Background: an optimization exercise with open tools, aiming at small area, a short achievable clock period and few clock cycles. Do not read the settings as production practice. Only simulation tests tie the RTL to the original design; equivalence was not proved.

==> job 1832 <==
## multichannel_oversample_averager
module multichannel_oversample_averager (
   input  logic        clock,
   input  logic        reset,
   input  logic        req_valid,
   output logic        req_ready,
   input  logic [35:0] req_data,
   output logic        rsp_valid,
   input  logic        rsp_ready,
   output logic [55:0] rsp_data,
   input  logic        csr_valid,
   output logic        csr_ready,
   input  logic [1:0]  csr_index,
   input  logic [15:0] csr_data
);
==> flow/config.mk <==
export PLATFORM = sky130hd
export DESIGN_NAME = multichannel_oversample_averager
export DESIGN_NICKNAME = multichannel_oversample_averager
export VERILOG_FILES = /design/flow/design.v
export SDC_FILE = /design/flow/constraint.sdc
export NUM_CORES = 4
export LEC_CHECK = 0
export CAP_MARGIN = 20
export CORE_MARGIN = 2
export CORE_UTILIZATION = 40
export CTS_CLUSTER_DIAMETER = 80
export CTS_CLUSTER_SIZE = 30
export SETUP_SLACK_MARGIN = 5
export SLEW_MARGIN = 20
==> flow/constraint.sdc <==
create_clock -name core_clock -period 9.0 [get_ports {clock}]
set_input_delay 1.8000 -clock core_clock [delete_from_list [all_inputs] [get_ports {clock}]]
set_output_delay 1.8000 -clock core_clock [all_outputs]
set_load 0.01 [all_outputs]
standard.sh (not shown) runs the stock make flow with config.mk's settings and CLKGATE_MAP_FILE= SYNTH_SCRIPT=/design/flow/synth_recipe.tcl, a recipe that flattens the netlist after the stock synthesis.
==> flow/flow/run.sh <==
#!/bin/bash
set -euo pipefail
cp standard.sh standard_sh.txt
sed -e 's/SETUP_SLACK_MARGIN=[0-9.]*/SETUP_SLACK_MARGIN=5.5/' standard.sh > standard_m.sh
grep -q 'SETUP_SLACK_MARGIN=5.5' standard_m.sh
export BUFFER_PORTS_ARGS="-buffer_cell sky130_fd_sc_hd__buf_4"
bash standard_m.sh > standard.log 2>&1
==> job 8659 (differences from job 1832) <==
--- a/flow/design.v
+++ b/flow/design.v
@@ -93,49 +93,14 @@
    input  logic [W-1:0] c,
    output logic [W-1:0] s,
    output logic [W-1:0] cy
 );
    assign s  = a ^ b ^ c;
    assign cy = (a & b) | (a & c) | (b & c);
 endmodule
-module moa_add_ks #(
-   parameter int W = 8
-) (
-   input  logic [W-1:0] a,
-   input  logic [W-1:0] b,
-   input  logic         ci,
-   output logic [W-1:0] s
-);
-   localparam int L = (W > 1) ? $clog2(W) : 1;
-   logic [W*(L+1)-1:0] g, p;
-   genvar l, i;
-   generate
-      assign g[0] = (a[0] & b[0]) | ((a[0] ^ b[0]) & ci);
-      assign p[0] = a[0] ^ b[0];
-      for (i = 1; i < W; i++) begin : g_pg
-         assign g[i] = a[i] & b[i];
-         assign p[i] = a[i] ^ b[i];
-      end
-      for (l = 0; l < L; l++) begin : g_lvl
-         for (i = 0; i < W; i++) begin : g_bit
-            if (i >= (1 << l)) begin : g_op
-               assign g[(l+1)*W + i] = g[l*W + i] | (p[l*W + i] & g[l*W + i - (1 << l)]);
-               assign p[(l+1)*W + i] = p[l*W + i] & p[l*W + i - (1 << l)];
-            end else begin : g_pass
-               assign g[(l+1)*W + i] = g[l*W + i];
-               assign p[(l+1)*W + i] = p[l*W + i];
-            end
-         end
-      end
-      assign s[0] = p[0] ^ ci;
-      for (i = 1; i < W; i++) begin : g_sum
-         assign s[i] = p[i] ^ g[L*W + i - 1];
-      end
-   endgenerate
-endmodule
 module multichannel_oversample_averager (
    input  logic        clock,
    input  logic        reset,
    input  logic        req_valid,
    output logic        req_ready,
    input  logic [35:0] req_data,
    output logic        rsp_valid,
@@ -180,23 +145,23 @@
             nom_ff <= csr_data;
          end
       end
    end
    logic        rdy_ff;
    logic        s1_v;
    logic [2:0]  s1_func;
-   logic [3:0]  s1_ch;
+   logic [15:0] s1_oh;
    logic [15:0] s1_aoh;
    logic [11:0] s1_val;
    logic        s1_last;
    logic        s1_rdy;
    logic        s1_fresh;
    logic [19:0] s1_rd;
    logic        s2_v;
-   logic [3:0]  s2_ch;
+   logic [15:0] s2_oh;
    logic [11:0] s2_val;
    logic [19:0] s2_rd;
    logic [19:0] sum_q [16];
    logic [15:0] sum_vld;
    logic [11:0] avg_q [16];
    logic [15:0] avg_ovf;
    logic [15:0] avg_vld;
@@ -207,21 +172,19 @@
    logic        vdda_ok, vdda_ok_in;
    logic [2:0]  vstate;
    logic [2:0]  vcnt;
    logic [11:0] now_ff;
    logic [13:0] now3_ff;
    logic [11:0] rem_ff;
    logic [15:0] dq_ff;
-   logic [1:0]  dq_top;
-   logic [15:0] vo_ff;
    logic [17:0] v3_ff;
    logic        r1_v, r1_isrd, r1_rdy, r1_fresh;
    logic [11:0] r1_raw;
    logic        r2_v, r2_rdy, r2_fresh;
-   logic [19:0] r2_sa, r2_sb, r2_sc;
+   logic [21:0] r2_sa, r2_sb;
    logic [11:0] r2_avg;
    logic        r3_v, r3_rdy, r3_fresh;
    logic [27:0] r3_x;
    logic [11:0] r3_avg;
    logic        r4_v, r4_rdy, r4_fresh;
    logic [37:0] r4_q;
    logic [11:0] r4_avg;
@@ -257,57 +220,63 @@
    wire        age_inc  = do_tick && (age_ff != 17'h1FFFF);
    wire        in_fresh = rflag_in && (trig || age_lt || (age_eq && !age_inc));
    wire [15:0] in_oh   = 16'(1) << req_data[32:29];
    wire [15:0] vref_oh = 16'(1) << vref_in;
    always_ff @(posedge clock) begin
       if (rdy_ff) begin
          s1_func  <= req_data[35:33];
-         s1_ch    <= req_data[32:29];
+         s1_oh    <= in_oh;
          s1_val   <= req_data[28:17];
          s1_last  <= req_data[16];
          s1_rdy   <= rflag_in;
          s1_fresh <= in_fresh;
       end
    end
    always_ff @(posedge clock) begin
       if (!vdda_ok_in) begin
          s1_aoh <= vref_oh;
       end else if (rdy_ff) begin
          s1_aoh <= in_oh;
       end else begin
-         s1_aoh <= 16'(1) << s1_ch;
+         s1_aoh <= s1_oh;
       end
    end
    logic [19:0] s2_sum;
    moa_add #(.W(20)) u_sum_add (.a(s2_rd), .b({8'd0, s2_val}), .ci(1'b0), .s(s2_sum));
-   wire [19:0] mem_rd = sum_vld[s1_ch] ? sum_q[s1_ch] : 20'd0;
-   wire        fwd    = s2_v && (s2_ch == s1_ch);
+   logic [19:0] mem_rd;
+   always_comb begin
+      mem_rd = 20'd0;
+      for (int i = 0; i < 16; i++) begin
+         mem_rd = mem_rd | ({20{s1_oh[i] && sum_vld[i]}} & sum_q[i]);
+      end
+   end
+   wire   fwd   = s2_v && ((s2_oh & s1_oh) != 16'd0);
    assign s1_rd = fwd ? s2_sum : mem_rd;
    always_ff @(posedge clock) begin
       if (reset) begin
          s2_v <= 1'b0;
       end else begin
          s2_v <= do_sample;
       end
-      s2_ch  <= s1_ch;
+      s2_oh  <= s1_oh;
       s2_val <= s1_val;
       s2_rd  <= swp1 ? 20'd0 : s1_rd;
    end
    always_ff @(posedge clock) begin
       for (int i = 0; i < 16; i++) begin
-         if (s2_v && (s2_ch == 4'(i))) begin
+         if (s2_v && s2_oh[i]) begin
             sum_q[i] <= s2_sum;
          end
       end
    end
    always_ff @(posedge clock) begin
       for (int i = 0; i < 16; i++) begin
          if (reset || swp1) begin
             sum_vld[i] <= 1'b0;
-         end else if (s2_v && (s2_ch == 4'(i))) begin
+         end else if (s2_v && s2_oh[i]) begin
             sum_vld[i] <= 1'b1;
          end
       end
    end
    always_ff @(posedge clock) begin
       if (reset) begin
          scan_ff <= 4'd0;
@@ -330,15 +299,15 @@
       end
    end
    always_ff @(posedge clock) begin
       for (int i = 0; i < 16; i++) begin
          if (reset) begin
             avg_vld[i] <= 1'b0;
          end else if (swp1) begin
-            avg_vld[i] <= sum_vld[i] || (s2_v && (s2_ch == 4'(i)));
+            avg_vld[i] <= sum_vld[i] || (s2_v && s2_oh[i]);
          end
       end
    end
    logic [11:0] avg_sel;
    logic        avg_vsel, avg_osel;
    always_comb begin
       avg_sel  = 12'd0;
@@ -376,15 +345,15 @@
    end
    wire inval      = trig || csr_wr;
    wire pipe_empty = !r1_v && !r2_v && !r3_v && !r4_v && !o_v;
    logic [13:0] dv_t;
    logic [14:0] dv_d1, dv_d2, dv_d3;
    logic [11:0] rem_n;
    logic [1:0]  qd;
-   assign dv_t = {rem_ff, dq_top};
+   assign dv_t = {rem_ff, dq_ff[15:14]};
    moa_add #(.W(15)) u_dv1 (.a({1'b0, dv_t}), .b(~{3'd0, now_ff}), .ci(1'b1), .s(dv_d1));
    moa_add #(.W(15)) u_dv2 (.a({1'b0, dv_t}), .b(~{2'd0, now_ff, 1'b0}), .ci(1'b1), .s(dv_d2));
    moa_add #(.W(15)) u_dv3 (.a({1'b0, dv_t}), .b(~{1'd0, now3_ff}), .ci(1'b1), .s(dv_d3));
    always_comb begin
       if (!dv_d3[14]) begin
          qd    = 2'd3;
          rem_n = dv_d3[11:0];
@@ -444,36 +413,33 @@
                      vstate <= V_3X;
                   end else if (v_sat) begin
                      dq_ff  <= 16'hFFFF;
                      vstate <= V_3X;
                   end else begin
                      rem_ff <= r3_x[27:16];
                      dq_ff  <= r3_x[15:0];
-                     dq_top <= r3_x[15:14];
                      vcnt   <= 3'd0;
                      vstate <= V_DIV;
                   end
                end
             end
             V_DIV: begin
                rem_ff <= rem_n;
                dq_ff  <= {dq_ff[13:0], qd};
-               dq_top <= dq_ff[13:12];
                vcnt   <= vcnt + 3'd1;
                if (vcnt == 3'd7) begin
                   vstate <= V_FIN;
                end
             end
             V_FIN: begin
                dq_ff  <= (v_up && dq_ff != 16'hFFFF) ? dq_ff + 16'd1 : dq_ff;
                vstate <= V_3X;
             end
             V_3X: begin
                v3_ff  <= x3;
-               vo_ff  <= dq_ff;
                vstate <= V_IDLE;
             end
             default: begin
             end
          endcase
       end
    end
@@ -495,42 +461,42 @@
       case (d)
          2'd1:    mul_row = {2'd0, v};
          2'd2:    mul_row = {1'd0, v, 1'b0};
          2'd3:    mul_row = v3;
          default: mul_row = 18'd0;
       endcase
    endfunction
-   logic [19:0] sl [3];
+   logic [21:0] sl [2];
    genvar k;
    generate
-      for (k = 0; k < 3; k++) begin : g_slice
-         wire [19:0] row0 = {2'd0, mul_row(r1_raw[4*k+1 -: 2], dq_ff, v3_ff)};
-         wire [19:0] row1 = {mul_row(r1_raw[4*k+3 -: 2], dq_ff, v3_ff), 2'd0};
-         moa_add #(.W(20)) u_a (.a(row0), .b(row1), .ci(1'b0), .s(sl[k]));
+      for (k = 0; k < 2; k++) begin : g_slice
+         wire [21:0] row0 = {4'd0, mul_row(r1_raw[6*k+1 -: 2], dq_ff, v3_ff)};
+         wire [21:0] row1 = {2'd0, mul_row(r1_raw[6*k+3 -: 2], dq_ff, v3_ff), 2'd0};
+         wire [21:0] row2 = {mul_row(r1_raw[6*k+5 -: 2], dq_ff, v3_ff), 4'd0};
+         wire [21:0] s_a, c_a;
+         moa_csa #(.W(22)) u_c0 (.a(row0), .b(row1), .c(row2), .s(s_a), .cy(c_a));
+         moa_add #(.W(22)) u_a (.a(s_a), .b({c_a[20:0], 1'b0}), .ci(1'b0), .s(sl[k]));
       end
    endgenerate
    always_ff @(posedge clock) begin
       if (reset) begin
          r2_v <= 1'b0;
       end else if (en_2) begin
          r2_v <= r1_v;
       end
       if (en_2) begin
          r2_sa    <= sl[0];
          r2_sb    <= sl[1];
-         r2_sc    <= sl[2];
          r2_avg   <= r1_isrd ? r1_raw : 12'd0;
          r2_rdy   <= r1_rdy;
          r2_fresh <= r1_fresh;
       end
    end
-   wire [27:0] x_s, x_c, x_w;
-   moa_csa #(.W(28)) u_x (.a({8'd0, r2_sa}), .b({4'd0, r2_sb, 2'd0, r2_v, 1'b0}),
-                          .c({r2_sc, 8'd0}), .s(x_s), .cy(x_c));
-   moa_add #(.W(28)) u_xa (.a(x_s), .b({x_c[26:0], 1'b0}), .ci(1'b0), .s(x_w));
+   logic [27:0] x_w;
+   moa_add #(.W(28)) u_xa (.a({6'd0, r2_sa}), .b({r2_sb, 4'd0, r2_v, 1'b0}), .ci(1'b0), .s(x_w));
    always_ff @(posedge clock) begin
       if (reset) begin
          r3_v <= 1'b0;
       end else if (en_3) begin
          r3_v <= r2_v;
       end
       if (en_3) begin
@@ -540,15 +506,15 @@
          r3_fresh <= r2_fresh;
       end
    end
    wire [37:0] x38 = {10'd0, r3_x};
    wire [37:0] q_s, q_c, q_w;
    moa_csa #(.W(38)) u_q (.a({r3_x, 10'd51}), .b(~(x38 << 5)), .c(x38 << 3),
                           .s(q_s), .cy(q_c));
-   moa_add_ks #(.W(38)) u_qa (.a(q_s), .b({q_c[36:0], 1'b0}), .ci(1'b0), .s(q_w));
+   moa_add #(.W(38)) u_qa (.a(q_s), .b({q_c[36:0], 1'b0}), .ci(1'b0), .s(q_w));
    always_ff @(posedge clock) begin
       if (reset) begin
          r4_v <= 1'b0;
       end else if (en_4) begin
          r4_v <= r3_v;
       end
       if (en_4) begin
@@ -557,30 +523,30 @@
          r4_rdy   <= r3_rdy;
          r4_fresh <= r3_fresh;
       end
    end
    wire [37:0] u_s, u_c, u_w;
    moa_csa #(.W(38)) u_u (.a(r4_q), .b({12'd0, r4_q[37:12]}), .c({24'd0, r4_q[37:24]}),
                           .s(u_s), .cy(u_c));
-   moa_add_ks #(.W(38)) u_ua (.a(u_s), .b({u_c[36:0], 1'b0}), .ci(1'b0), .s(u_w));
+   moa_add #(.W(38)) u_ua (.a(u_s), .b({u_c[36:0], 1'b0}), .ci(1'b0), .s(u_w));
    always_ff @(posedge clock) begin
       if (reset) begin
          o_v <= 1'b0;
       end else if (adv_o) begin
          o_v <= r4_v;
       end
       if (adv_o) begin
          o_uv    <= u_w[37:12];
          o_avg   <= r4_avg;
          o_rdy   <= r4_rdy;
          o_fresh <= r4_fresh;
       end
    end
    assign rsp_valid = o_v;
-   assign rsp_data  = {o_avg, vo_ff, o_uv, o_rdy, o_fresh};
+   assign rsp_data  = {o_avg, dq_ff, o_uv, o_rdy, o_fresh};
    wire r1_v_n  = en_1 ? rd_go : r1_v;
    wire r2_v_n  = en_2 ? r1_v : r2_v;
    wire r3_v_n  = en_3 ? r2_v : r3_v;
    wire r4_v_n  = en_4 ? r3_v : r4_v;
    wire o_v_n   = adv_o ? r4_v : o_v;
    wire full_n  = r1_v_n && r2_v_n && r3_v_n && r4_v_n && o_v_n;
    wire in_rd   = (req_data[35:33] == 3'd3) || (req_data[35:33] == 3'd4);
Settings changed: CTS_CLUSTER_DIAMETER 80 to unset, CTS_CLUSTER_SIZE 30 to unset.
==> results_dict.tcl <==
set metrics [dict create \
    layout-drive-gt1-share 0.1836 \
    whs_ns 0.3981 \
    power_switching_mw 3.861 \
    yosys.area_share.adder 0.1045 \
    syn_inst 3824 \
    p_leak_nw 21.98 \
    cp.arrival_ns 4.15 \
    status "timing/DRC/antenna clean" \
    pg_comb_mw 3.27 \
    cts_setup_buffers 126 \
]
# the run above: job 8659

==> results_dict.tcl <==
set metrics [dict create \
    path_cells "mux2_2 > a22o_1 > ha_2 > fa_2 > a21o_1 > a21oi_2 > nor2b_2 > or4_4 > nand3_4 > a31oi_4 > and2_4 > o21ai_2 > nand2b_1 > fa_2 > xor2_1" \
    whs_ns 0.4283 \
    syn_inst 3847 \
    power_switching_mw 3.905 \
    track_usage 0.2323 \
    multi_input_area_um2 20000 \
    yosys.area_share.adder 0.1009 \
    p_leak_nw 20.88 \
    multi_input_area_share 0.3563 \
    skew_ns 0.08029 \
    power_leader "sequential cells" \
    cts_setup_buffers 83 \
    status "timing/DRC/antenna clean" \
    dr.pass1.iters 6 \
    layout-drive-gt1-share 0.1762 \
    final_max_slew_viol_count 0 \
    cp.arrival_ns 4.22 \
    pg_comb_mw 3.63 \
]
# the run above: job 1832

Testbench counts of job 1832, summed over its fixed seeds: cycles 8,021.
Testbench counts of job 8659, summed over its fixed seeds: cycles 8,021.

afterwards: timing with drivers on the ports:
No port has a modelled driver above. Below, the same layouts with a new extraction and two added sets of constraints.
Step 1 assumes that a clkbuf_16 drives the clock port and a buf_2 every other input.
Step 2, shift: input delay + t, output delay - t, t = (earliest + latest rising clock arrival at the registers) / 2. This alone moves slack from input paths to output paths.
a / b / c = ideal / step 1 / step 2; a / b = the first two.
| run | shift t [ns] | setup WS [ns] | worst setup path at the end |
|---|---|---|---|
| job 1832 | 0.762 | 5.231 / 5.231 / 5.036 | input to register |
| job 8659 | 0.783 | 5.285 / 5.285 / 4.943 | input to register |
After both steps every run listed still meets setup and hold. For job 8659, which loses most, drivers alone change the setup slack by 0.000 ns; drivers and shift together by -0.342 ns.
